What follows belongs to an exercise in optimizing a design on an open flow for small area; a production flow would make more cautious choices.
At most, simulation tests tie the RTL to the original design; equivalence was not proved.
Power and IR drop assume default switching activity.

// yuv420_fb_reader
module yuv420_fb_reader #(
    parameter int unsigned WIDTH  = 640,
    parameter int unsigned HEIGHT = 480,
    parameter int unsigned Y_AW   = 16,
    parameter int unsigned C_AW   = 13
) (
    input  logic                MIPI_PIXEL_CLK,
    input  logic                RESET_N,
    input  logic                frame_start,
    output logic                busy,
    output logic                frame_done,
    output logic [Y_AW-1:0]     y_rdaddress,
    input  logic [yuv_fb_pkg::Y_WORD_W-1:0] y_q,
    output logic [C_AW-1:0]     u_rdaddress,
    input  logic [yuv_fb_pkg::C_WORD_W-1:0] u_q,
    output logic [C_AW-1:0]     v_rdaddress,
    input  logic [yuv_fb_pkg::C_WORD_W-1:0] v_q,
    output logic                pix_valid,
    input  logic                pix_ready,
    output logic [7:0]          pix_y,
    output logic [7:0]          pix_u,
    output logic [7:0]          pix_v,
    output logic                pix_sof,
    output logic                pix_eol
);
==> flow/config.mk <==
export PLATFORM = sky130hd
export DESIGN_NAME = yuv420_fb_reader
export DESIGN_NICKNAME = yuv420_fb_reader
export VERILOG_FILES = /design/flow/design.v
export SDC_FILE = /design/flow/constraint.sdc
export NUM_CORES = 4
export LEC_CHECK = 0
export CAP_MARGIN = 10
export CORE_AREA = 2.5 2.5 147.5 67.5
export DIE_AREA = 0 0 150 70
export PLACE_DENSITY = 0.85
export SLEW_MARGIN = 10
==> flow/constraint.sdc <==
create_clock -name core_clock -period 5.0 [get_ports {MIPI_PIXEL_CLK}]
set_input_delay 1.0000 -clock core_clock [delete_from_list [all_inputs] [get_ports {MIPI_PIXEL_CLK}]]
set_output_delay 1.0000 -clock core_clock [all_outputs]
set_load 0.01 [all_outputs]
standard.sh (not shown) runs the stock make flow with config.mk's settings and CLKGATE_MAP_FILE= SYNTH_SCRIPT=/design/flow/synth_recipe.tcl, a recipe that flattens the netlist after the stock synthesis.
==> flow/flow/run.sh <==
#!/bin/bash
# ORFS layout with these changes:
#  - synthesis maps logic with an area-oriented ABC script (flow/abc_area.script)
#    in place of ORFS's speed script; everything else in synthesis, including
#    the standard flow's synthesis wrapper (flatten, renames) and the flip-flop mapping,
#    is unchanged;
#  - port buffering uses the smallest buffer cell (buf_1);
#  - clock tree synthesis uses small clock buffers and no dummy load cells;
#  - timing-driven global placement does not keep its trial buffering.
# Each step's full output is in orfs/logs/; the make output is in synth.log and
# layout.log here.
set -euo pipefail
rm -rf scripts_area
cp -r "$FLOW_HOME/scripts" scripts_area
cp flow/abc_area.script scripts_area/abc_speed.script
bash standard.sh "SCRIPTS_DIR=$PWD/scripts_area" synth > synth.log 2>&1
bash standard.sh \
  "BUFFER_PORTS_ARGS=-buffer_cell sky130_fd_sc_hd__buf_1" \
  "GPL_KEEP_OVERFLOW=0" \
  "CTS_ARGS=-sink_clustering_enable -repair_clock_nets -dont_use_dummy_load -buf_list {sky130_fd_sc_hd__clkbuf_4 sky130_fd_sc_hd__clkbuf_8}" \
  finish > layout.log 2>&1
==> flow/flow/abc_area.script <==
strash
&get -n
&st
&dch
&nf -R 1000
&put
strash
&get -n
&st
&dch
&nf -R 1000
&put
Edit:
--- a/flow/config.mk
+++ b/flow/config.mk
@@ -8,5 +8,4 @@
-export CAP_MARGIN = 10
-export CORE_AREA = 2.5 2.5 147.5 67.5
-export DIE_AREA = 0 0 150 70
-export PLACE_DENSITY = 0.85
-export SLEW_MARGIN = 10
+export CAP_MARGIN = 0
+export CORE_AREA = 2.5 2.5 137.5 89.5
+export DIE_AREA = 0 0 140 92
+export SLEW_MARGIN = 0
Effect: Now the flow finished but failed the layout checks on max-capacitance violations, max-slew violations; clock-buffer cell count stays the same; worst hold slack degrades by 0.022 ns; routed wire length increases slightly; design area grows slightly; worst setup slack is worse by 0.032 ns; sequential share of layout area hardly moves; global-route usage decreases by 8.2 points; clock skew drops by 0.0063 ns; sequential cell count is unchanged.
Edit:
--- a/flow/config.mk
+++ b/flow/config.mk
@@ -8 +8 @@
-export CAP_MARGIN = 0
+export CAP_MARGIN = 10
@@ -11 +11 @@
-export SLEW_MARGIN = 0
+export SLEW_MARGIN = 10
The changed run went through all stages and came out clean. Area after synthesis stays the same. Via count goes up by 1.3%. Clock-buffer cell count stays the same. Die area does not change. Setup slack loses 0.067 ns. Total power goes up by 0.33%. Register-to-register slack loses 0.08 ns.
Edit:
--- a/flow/config.mk
+++ b/flow/config.mk
@@ -9,2 +9,2 @@
-export CORE_AREA = 2.5 2.5 137.5 89.5
-export DIE_AREA = 0 0 140 92
+export CORE_AREA = 2.5 2.5 147.5 67.5
+export DIE_AREA = 0 0 150 70
Clock skew shrinks by 0.0032 ns.
Power barely changes.
Wire length is lower by 0.33%.
Non-clock buffer count fell by 7.
Synthesized area is unchanged.
Design area goes down by 1.6%.
Setup slack improved by 0.12 ns.
Clock-buffer cell count is unchanged.
Flip-flop and latch count is unchanged.
Global-route usage rises by 7.7 points.
Critical path depth goes down by 2.
Edit:
--- a/flow/config.mk
+++ b/flow/config.mk
@@ -10,0 +11 @@
+export PLACE_DENSITY = 0.75
After rerunning: The changed run completed with no timing, DRC or antenna violations. Clock-buffer cell count stays the same. Cell area is about the same. Total power is about the same. Synthesized cell count does not change. Flip-flop and latch count stays the same.

yuv420_fb_reader again, from the RTL that the note above started with.
==> flow/design.v (excerpt) <==
module yuv420_fb_reader #(
    parameter int unsigned WIDTH  = 640,
    parameter int unsigned HEIGHT = 480,
    parameter int unsigned Y_AW   = 16,
    parameter int unsigned C_AW   = 13
) (
    input  logic                MIPI_PIXEL_CLK,
    input  logic                RESET_N,
    input  logic                frame_start,
    output logic                busy,
    output logic                frame_done,
    output logic [Y_AW-1:0]     y_rdaddress,
    input  logic [yuv_fb_pkg::Y_WORD_W-1:0] y_q,
    output logic [C_AW-1:0]     u_rdaddress,
    input  logic [yuv_fb_pkg::C_WORD_W-1:0] u_q,
    output logic [C_AW-1:0]     v_rdaddress,
    input  logic [yuv_fb_pkg::C_WORD_W-1:0] v_q,
    output logic                pix_valid,
    input  logic                pix_ready,
    output logic [7:0]          pix_y,
    output logic [7:0]          pix_u,
    output logic [7:0]          pix_v,
    output logic                pix_sof,
    output logic                pix_eol
);
clock: 5.0 ns
lec_check: 0
cap_margin: 10
core_area: 2.5 2.5 137.5 89.5
die_area: 0 0 140 92
slew_margin: 10
==> flow/flow/run.sh <==
#!/bin/bash
# ORFS layout with these changes:
#  - synthesis maps logic with an area-oriented ABC script (flow/abc_area.script)
#    in place of ORFS's speed script, and leaves adders to ABC instead of
#    pre-mapping them to half/full-adder cells; everything else in synthesis,
#    including the standard flow's synthesis wrapper (flatten, renames) and the flip-flop
#    mapping, is unchanged;
#  - port buffering uses the smallest buffer cell (buf_1);
#  - clock tree synthesis uses small clock buffers and no dummy load cells;
#  - timing-driven global placement does not keep its trial buffering.
# Each step's full output is in orfs/logs/; the make output is in synth.log and
# layout.log here.
set -euo pipefail
rm -rf scripts_area
cp -r "$FLOW_HOME/scripts" scripts_area
cp flow/abc_area.script scripts_area/abc_speed.script
bash standard.sh "SCRIPTS_DIR=$PWD/scripts_area" "ADDER_MAP_FILE=" synth > synth.log 2>&1
bash standard.sh \
  "BUFFER_PORTS_ARGS=-buffer_cell sky130_fd_sc_hd__buf_1" \
  "GPL_KEEP_OVERFLOW=0" \
  "CTS_ARGS=-sink_clustering_enable -repair_clock_nets -dont_use_dummy_load -buf_list {sky130_fd_sc_hd__clkbuf_4 sky130_fd_sc_hd__clkbuf_8}" \
  finish > layout.log 2>&1
==> flow/flow/abc_area.script <==
strash
&get -n
&st
&dch
&nf -R 1000
&put
Then changed:
- CORE_AREA: 2.5 2.5 137.5 89.5 -> 2.5 2.5 147.5 67.5
- DIE_AREA: 0 0 140 92 -> 0 0 150 70
Effect:
- core utilization goes up by 12 points
- final area went up slightly
- sequential power is about the same
- wire length rises by about a fifth
Then changed:
--- a/flow/flow/run.sh
+++ b/flow/flow/run.sh
@@ -4,4 +4,3 @@
-#    in place of ORFS's speed script, and leaves adders to ABC instead of
-#    pre-mapping them to half/full-adder cells; everything else in synthesis,
-#    including the standard flow's synthesis wrapper (flatten, renames) and the flip-flop
-#    mapping, is unchanged;
+#    in place of ORFS's speed script; everything else in synthesis, including
+#    the standard flow's synthesis wrapper (flatten, renames) and the flip-flop mapping,
+#    is unchanged;
@@ -10 +9,2 @@
-#  - timing-driven global placement does not keep its trial buffering.
+#  - timing-driven global placement does not keep its trial buffering;
+#  - repair may resize a gate to a cell of another footprint (MATCH_CELL_FOOTPRINT=0).
@@ -17 +17 @@
-bash standard.sh "SCRIPTS_DIR=$PWD/scripts_area" "ADDER_MAP_FILE=" synth > synth.log 2>&1
+bash standard.sh "SCRIPTS_DIR=$PWD/scripts_area" synth > synth.log 2>&1
@@ -20,0 +21 @@
+  "MATCH_CELL_FOOTPRINT=0" \
==> flow/flow/abc_area.script (replaced) <==
strash
&get -n
&st
&dch
&nf -R 1000
&put
strash
&get -n
&st
&dch
&nf -R 1000
&put
Worst hold slack gets worse by 0.0054 ns.
Setup slack gets worse by 0.019 ns.
Fmax fell slightly.
Combinational power fell by a few percent.
Global-route usage fell by 4.1 points.
Final area fell slightly.
Area after synthesis rose by a few percent.
Then changed:
--- a/flow/flow/run.sh
+++ b/flow/flow/run.sh
@@ -4,3 +4,4 @@
-#    in place of ORFS's speed script; everything else in synthesis, including
-#    the standard flow's synthesis wrapper (flatten, renames) and the flip-flop mapping,
-#    is unchanged;
+#    in place of ORFS's speed script, and leaves adders to ABC instead of
+#    pre-mapping them to half/full-adder cells; everything else in synthesis,
+#    including the standard flow's synthesis wrapper (flatten, renames) and the flip-flop
+#    mapping, is unchanged;
@@ -17 +18 @@
-bash standard.sh "SCRIPTS_DIR=$PWD/scripts_area" synth > synth.log 2>&1
+bash standard.sh "SCRIPTS_DIR=$PWD/scripts_area" "ADDER_MAP_FILE=" synth > synth.log 2>&1
==> flow/flow/abc_area.script (replaced) <==
strash
&get -n
&st
&dch
&nf -R 1000
&put
- wire length climbs by 9.0%
- sequential share of layout area drops by 0.18 points
- clock skew drops by 0.0062 ns
- setup slack is better by 0.019 ns
- worst hold slack is better by 0.0054 ns
- critical path depth climbs by 1
- global-route usage climbs by 4.1 points
- non-clock buffer count climbs by 10
- power climbs by 0.79%
Then changed:
==> flow/flow/run.sh (replaced) <==
#!/bin/bash
# ORFS layout with these changes:
#  - synthesis maps logic with an area-oriented ABC script (flow/abc_area.script)
#    in place of ORFS's speed script; everything else in synthesis, including
#    the standard flow's synthesis wrapper (flatten, renames) and the flip-flop mapping,
#    is unchanged;
#  - port buffering uses the smallest buffer cell (buf_1);
#  - clock tree synthesis uses small clock buffers and no dummy load cells.
# Each step's full output is in orfs/logs/; the make output is in synth.log and
# layout.log here.
set -euo pipefail
rm -rf scripts_area
cp -r "$FLOW_HOME/scripts" scripts_area
cp flow/abc_area.script scripts_area/abc_speed.script
bash standard.sh "SCRIPTS_DIR=$PWD/scripts_area" synth > synth.log 2>&1
bash standard.sh \
  "BUFFER_PORTS_ARGS=-buffer_cell sky130_fd_sc_hd__buf_1" \
  "CTS_ARGS=-sink_clustering_enable -repair_clock_nets -dont_use_dummy_load -buf_list {sky130_fd_sc_hd__clkbuf_4 sky130_fd_sc_hd__clkbuf_8}" \
  finish > layout.log 2>&1
==> flow/flow/abc_area.script (replaced) <==
strash
&get -n
&st
&dch
&nf -R 1000
&put
strash
&get -n
&st
&dch
&nf -R 1000
&put
- CAP_MARGIN: 10 -> 0
- CORE_AREA: 2.5 2.5 147.5 67.5 -> 2.5 2.5 137.5 89.5
- DIE_AREA: 0 0 150 70 -> 0 0 140 92
- SLEW_MARGIN: 10 -> 0
The changed run ran to the end with no violations.
Synthesized area came out higher by 2.7%.
Final area came out higher by 1.2%.
Maximum frequency came out lower by 1.4%.
Routed wire length came out lower by 6.8%.
Worst hold slack gains 0.0036 ns.
Final cell count came out higher by 2.1%.
Clock-buffer cell count is unchanged.
Power came out lower by 0.32%.
Register-to-register slack gains 0.04 ns.
Die area came out higher by 23%.

run A:
The RTL this note starts from:
==> flow/design.v <==
package yuv_fb_pkg;
    localparam int unsigned Y_SAMPLES_PER_WORD = 5;
    localparam int unsigned C_SAMPLES_PER_WORD = 18;
    localparam int unsigned Y_WORD_W           = 40;
    localparam int unsigned C_WORD_W           = 144;
    typedef enum logic [2:0] {
        IDLE   = 3'b000,
        LOAD   = 3'b001,
        LOAD2  = 3'b011,
        STREAM = 3'b100,
        DONE   = 3'b010
    } fb_state_e;
endpackage
module yuv_aoi222 (
    input  logic a0, s0, a1, s1, a2, s2,
    output logic y
);
    assign y = ~((a0 & s0) | (a1 & s1) | (a2 & s2));
endmodule
module yuv_aoi22 (
    input  logic a0, s0, a1, s1,
    output logic y
);
    assign y = ~((a0 & s0) | (a1 & s1));
endmodule
module yuv_incbit (
    input  logic a, p, c,
    output logic y
);
    assign y = a ^ (c & p);
endmodule
module yuv_prefix_and #(
    parameter int unsigned W  = 16,
    parameter bit          UD = 1'b0      
) (
    input  logic [W-1:0] a,
    input  logic         dn,
    output logic [W-1:0] p
);
    always_comb begin
        p[0] = 1'b1;
        for (int unsigned i = 1; i < W; i++)
            p[i] = p[i-1] & (a[i-1] ^ (UD & dn));
    end
endmodule
module yuv_inc #(
    parameter int unsigned W  = 16,
    parameter bit          UD = 1'b0      
) (
    input  logic [W-1:0] a,
    input  logic         dn,
    input  logic         c,
    output logic [W-1:0] y
);
    logic [W-1:0] p;
    yuv_prefix_and #(.W(W), .UD(UD)) u_p (.a(a), .dn(dn), .p(p));
    for (genvar i = 0; i < W; i++) begin : g_bit
        yuv_incbit u_b (.a(a[i]), .p(p[i]), .c(c), .y(y[i]));
    end
endmodule
module packed_lane_unpacker #(
    parameter int unsigned SAMPLES = 5
) (
    input  logic [SAMPLES*8-1:0] q,
    input  logic [SAMPLES-1:0]   hot,
    output logic [7:0]           sample
);
    localparam int unsigned G3 = SAMPLES / 3;
    localparam int unsigned G  = (SAMPLES + 2) / 3;
    localparam int unsigned R  = SAMPLES % 3;
    for (genvar b = 0; b < 8; b++) begin : g_bit
        logic [G-1:0] g_n;
        for (genvar g = 0; g < G3; g++) begin : g_3
            yuv_aoi222 u_s (
                .a0(q[8*(3*g) + b]),   .s0(hot[3*g]),
                .a1(q[8*(3*g+1) + b]), .s1(hot[3*g+1]),
                .a2(q[8*(3*g+2) + b]), .s2(hot[3*g+2]),
                .y(g_n[g])
            );
        end
        if (R == 2) begin : g_2
            yuv_aoi22 u_s (
                .a0(q[8*(3*G3) + b]),   .s0(hot[3*G3]),
                .a1(q[8*(3*G3+1) + b]), .s1(hot[3*G3+1]),
                .y(g_n[G3])
            );
        end else if (R == 1) begin : g_1
            assign g_n[G3] = ~(q[8*(3*G3) + b] & hot[3*G3]);
        end
        assign sample[b] = ~&g_n;
    end
endmodule
module yuv420_fb_reader #(
    parameter int unsigned WIDTH  = 640,
    parameter int unsigned HEIGHT = 480,
    parameter int unsigned Y_AW   = 16,
    parameter int unsigned C_AW   = 13
) (
    input  logic                MIPI_PIXEL_CLK,
    input  logic                RESET_N,
    input  logic                frame_start,
    output logic                busy,
    output logic                frame_done,
    output logic [Y_AW-1:0]     y_rdaddress,
    input  logic [yuv_fb_pkg::Y_WORD_W-1:0] y_q,
    output logic [C_AW-1:0]     u_rdaddress,
    input  logic [yuv_fb_pkg::C_WORD_W-1:0] u_q,
    output logic [C_AW-1:0]     v_rdaddress,
    input  logic [yuv_fb_pkg::C_WORD_W-1:0] v_q,
    output logic                pix_valid,
    input  logic                pix_ready,
    output logic [7:0]          pix_y,
    output logic [7:0]          pix_u,
    output logic [7:0]          pix_v,
    output logic                pix_sof,
    output logic                pix_eol
);
    localparam int unsigned YS = yuv_fb_pkg::Y_SAMPLES_PER_WORD;    
    localparam int unsigned CS = yuv_fb_pkg::C_SAMPLES_PER_WORD;    
    localparam int unsigned LW = $clog2(WIDTH / YS);                
    yuv_fb_pkg::fb_state_e state_q, state_d;
    logic [Y_AW-1:0] ya, y_next;    
    logic [2:0]      yo;            
    logic [C_AW-1:0] ca, c_next;    
    logic [4:0]      co;            
    logic            sof_q;         
    logic idle, load, load2, stream, xfer, y_wrap, eol, last_row;
    logic odd_row, c_step, c_wrap, y_inc, c_ge14, c_bor;
    logic c_dn, c0, c1, c4, c_t1, c_g;
    logic [YS-1:0] y_hot;
    logic [CS-1:0] c_hot;
    assign idle     = (state_q == yuv_fb_pkg::IDLE);
    assign load     = (state_q == yuv_fb_pkg::LOAD);
    assign load2    = (state_q == yuv_fb_pkg::LOAD2);
    assign stream   = state_q[2];
    assign xfer     = stream && pix_ready;
    assign y_wrap   = yo[2];                                    
    assign eol      = y_wrap && (&ya[LW-1:0]);                  
    assign last_row = ya[LW+8] & ya[LW+7] & ya[LW+6] & ya[LW+4] & ya[LW+3]
                    & ya[LW+2] & ya[LW+1] & ya[LW];
    assign odd_row  = ya[LW];
    assign c_step   = xfer && (ya[0] ^ yo[0]);
    assign c_wrap   = co[4] & co[0];                            
    assign c_ge14   = co[4] | (co[3] & co[2] & co[1]);          
    assign y_inc    = xfer && y_wrap;
    yuv_inc #(.W(Y_AW)) u_y_inc (.a(ya), .dn(1'b0), .c(y_inc), .y(y_next));
    assign c_bor    = co[4] | co[3] | co[2];
    assign c_dn     = odd_row && (load || load2);
    assign c4       = load && odd_row;
    assign c1       = load2 && odd_row && c_bor;
    assign c0       = c_step && c_wrap || load2 && odd_row && !c_bor;
    assign c_t1     = c0 && (ca[0] ^ c_dn) || c1;
    assign c_g      = c_t1 && (ca[1] ^ c_dn) && (ca[2] ^ c_dn) && (ca[3] ^ c_dn) || c4;
    assign c_next[0] = ca[0] ^ c0;
    assign c_next[1] = ca[1] ^ c_t1;
    assign c_next[2] = ca[2] ^ (c_t1 && (ca[1] ^ c_dn));
    assign c_next[3] = ca[3] ^ (c_t1 && (ca[1] ^ c_dn) && (ca[2] ^ c_dn));
    yuv_inc #(.W(C_AW-4), .UD(1'b1)) u_c_inc (.a(ca[C_AW-1:4]), .dn(c_dn), .c(c_g), .y(c_next[C_AW-1:4]));
    always_comb begin
        state_d = state_q;
        case (state_q)
            yuv_fb_pkg::IDLE:    if (frame_start) state_d = yuv_fb_pkg::LOAD;
            yuv_fb_pkg::LOAD:    state_d = yuv_fb_pkg::LOAD2;
            yuv_fb_pkg::LOAD2:   state_d = yuv_fb_pkg::STREAM;
            yuv_fb_pkg::STREAM:  if (xfer && eol) state_d = last_row ? yuv_fb_pkg::DONE : yuv_fb_pkg::LOAD;
            yuv_fb_pkg::DONE:    state_d = yuv_fb_pkg::IDLE;
            default: state_d = yuv_fb_pkg::IDLE;
        endcase
    end
    always_ff @(posedge MIPI_PIXEL_CLK) begin
        if (!RESET_N)
            state_q <= yuv_fb_pkg::IDLE;
        else
            state_q <= state_d;
        if (idle) begin
            ya    <= '0;
            yo    <= '0;
            ca    <= '0;
            co    <= '0;
            sof_q <= 1'b1;
        end else begin
            ya <= y_next;
            if (xfer) begin
                yo    <= y_wrap ? 3'd0 : yo + 3'd1;
                sof_q <= 1'b0;
            end
            ca <= c_next;
            if (c4)
                co <= c_ge14 ? co - 5'd14 : co + 5'd4;
            else if (c_step)
                co <= c_wrap ? 5'd0 : co + 5'd1;
        end
    end
    assign y_hot[0] = ~(yo[2] | yo[1] | yo[0]);
    assign y_hot[1] = ~yo[1] &  yo[0];
    assign y_hot[2] =  yo[1] & ~yo[0];
    assign y_hot[3] =  yo[1] &  yo[0];
    assign y_hot[4] =  yo[2];
    always_comb begin
        for (int unsigned k = 0; k < 16; k++)
            c_hot[k] = (co[3:0] == 4'(k)) && (k >= 2 || !co[4]);
        c_hot[16] = co[4] & ~co[0];
        c_hot[17] = co[4] &  co[0];
    end
    packed_lane_unpacker #(.SAMPLES(YS)) u_y_sel (.q(y_q), .hot(y_hot), .sample(pix_y));
    packed_lane_unpacker #(.SAMPLES(CS)) u_u_sel (.q(u_q), .hot(c_hot), .sample(pix_u));
    packed_lane_unpacker #(.SAMPLES(CS)) u_v_sel (.q(v_q), .hot(c_hot), .sample(pix_v));
    assign busy        = |state_q;
    assign frame_done  = (state_q == yuv_fb_pkg::DONE);
    assign pix_valid   = stream;
    assign pix_sof     = sof_q;
    assign pix_eol     = eol;
    assign y_rdaddress = y_next;
    assign u_rdaddress = c_next;
    assign v_rdaddress = c_next;
endmodule
clock: 5.0 ns
lec_check: 0
cap_margin: 20
core_area: 2.5 2.5 101.5 101.5
die_area: 0 0 104 104
place_density: 0.65
slew_margin: 20
==> flow/flow/run.sh <==
#!/bin/bash
# ORFS layout with three changes:
#  - synthesis maps logic with an area-oriented ABC script (flow/abc_area.script)
#    in place of ORFS's speed script; everything else in synthesis, including
#    the standard flow's synthesis wrapper (flatten, renames) and the flip-flop mapping,
#    is unchanged;
#  - port buffering uses the smallest buffer cell (buf_1);
#  - pins may sit one routing track apart, so the 403 ports fit a small die.
# Each step's full output is in orfs/logs/; the make output is in synth.log and
# layout.log here.
set -euo pipefail
rm -rf scripts_area
cp -r "$FLOW_HOME/scripts" scripts_area
cp flow/abc_area.script scripts_area/abc_speed.script
bash standard.sh "SCRIPTS_DIR=$PWD/scripts_area" synth > synth.log 2>&1
bash standard.sh \
  "BUFFER_PORTS_ARGS=-buffer_cell sky130_fd_sc_hd__buf_1" \
  "PLACE_PINS_ARGS=-min_distance 1 -min_distance_in_tracks" \
  finish > layout.log 2>&1
==> flow/flow/abc_area.script <==
strash
&get -n
&st
&dch
&nf -R 1000
&put
Run A did not make it past global routing (5_1_grt), where a tool error ended it.
Here is what was changed in the inputs of run B compared with run A.
Settings: clearing PLACE_DENSITY, which used to be 0.65; swapping 0 0 104 104 for 0 0 140 92 in DIE_AREA; swapping 2.5 2.5 101.5 101.5 for 2.5 2.5 137.5 89.5 in CORE_AREA.
--- a/flow/flow/run.sh
+++ b/flow/flow/run.sh
@@ -1,3 +1,3 @@
 #!/bin/bash
-# ORFS layout with three changes:
+# ORFS layout with two changes:
 #  - synthesis maps logic with an area-oriented ABC script (flow/abc_area.script)
@@ -6,4 +6,3 @@
 #    is unchanged;
-#  - port buffering uses the smallest buffer cell (buf_1);
-#  - pins may sit one routing track apart, so the 403 ports fit a small die.
+#  - port buffering uses the smallest buffer cell (buf_1).
 # Each step's full output is in orfs/logs/; the make output is in synth.log and
@@ -17,3 +16,2 @@
   "BUFFER_PORTS_ARGS=-buffer_cell sky130_fd_sc_hd__buf_1" \
-  "PLACE_PINS_ARGS=-min_distance 1 -min_distance_in_tracks" \
   finish > layout.log 2>&1
==> run notes <==
- Run B ended with every stage complete and zero timing, DRC or antenna violations.
- Looking only at placed wire-length estimate after detailed placement, and setting everything else aside, the higher value of run B and run A goes to run B.
- Run A -> run B: number of buffers created by CTS delta 0, exact match
- Diff run B..run A | count of pins on the block boundary | unchanged
- For chip height, dividing the value from run A by the value from run B gives 1.13.
- From run B to run A, post-cts gate resize count did not move at all.
- Going from run A to run B, effective utilization at floorplan now smaller, quantity of hold-fixing buffers added after cts barely changed, floorplan row count went down 5.
- Row cell count after placement: run B higher / run A lower
- Going from run A to run B, worst slack at placement grew by 0.011 ns; width of the die grew by about 35%.
Modified inputs, run C compared to run B
Settings: DIE_AREA: 0 0 140 92 -> 0 0 170 56; PLACE_DENSITY: unset -> 0.7; CORE_AREA: 2.5 2.5 137.5 89.5 -> 2.5 2.5 167.5 53.5.
- Run C ended with more total length of routed wires than run B.
- Run C ended up with a lower met2 wirelength from detailed routing than run B did.
- Relative to run B, total design power has decreased by about 6% in run C.
- In summary, run C completed successfully, with a layout that passed the timing, design-rule and antenna checks.
- Any difference in sequential share of layout area between run B and run C is small enough to ignore.
- Going from run B to run C, worst slew slack as a fraction of its limit shrinks by 3.9 points.
- Looking at layout buffer count excluding clock buffers, run C sits 7 above run B.
No functional check of the RTL was part of any run of this note.

==> what the ideal ports hide <==
In the flow no input, the clock included, has a driving cell. The finished layouts below were timed again as built, in two steps. Step 1 (the two cells are an assumption about what drives the block):
set clk [get_ports {MIPI_PIXEL_CLK}]
set_driving_cell -lib_cell sky130_fd_sc_hd__clkbuf_16 $clk
set_driving_cell -lib_cell sky130_fd_sc_hd__buf_2 [delete_from_list [all_inputs] $clk]
Step 2 also shifts input and output timing later by t, the mid clock arrival at the registers, as if the neighbouring blocks saw the same clock. a / b / c = no drivers / after step 1 / after step 2; a / b = the first two.
run	t (ns)	setup WS [ns]	worst setup path after step 2	worst register clock-pin slew, ns	worst data-port slew with drivers (ns)
the first run of note 1	0.315	0.382 / 0.347 / 0.347	input to output	0.08 / 0.08	0.16
the second run of note 1	0.321	0.350 / 0.308 / 0.308	input to output	0.08 / 0.08	0.10
the third run of note 1	0.321	0.283 / 0.241 / 0.241	input to output	0.09 / 0.09	0.10
the fourth run of note 1	0.326	0.407 / 0.376 / 0.422	input to output	0.09 / 0.09	0.17
the fifth run of note 1	0.315	0.359 / 0.324 / 0.324	input to output	0.09 / 0.09	0.16
the first run of note 2	0.327	0.447 / 0.411 / 0.411	input to output	0.09 / 0.09	0.10
the second run of note 2	0.331	0.426 / 0.393 / 0.393	input to output	0.08 / 0.08	0.19
the third run of note 2	0.326	0.407 / 0.376 / 0.422	input to output	0.09 / 0.09	0.17
the fourth run of note 2	0.331	0.426 / 0.393 / 0.393	input to output	0.08 / 0.08	0.19
the fifth run of note 2	0.321	0.363 / 0.316 / 0.316	input to output	0.08 / 0.08	0.10
run B	0.325	0.757 / 0.708 / 0.708	input to output	0.06 / 0.06	0.08
run C	0.325	0.677 / 0.636 / 0.636	input to output	0.07 / 0.07	0.14
The setup slack of run B, which loses most, moves by -0.049 ns with the drivers and by -0.049 ns with both steps.
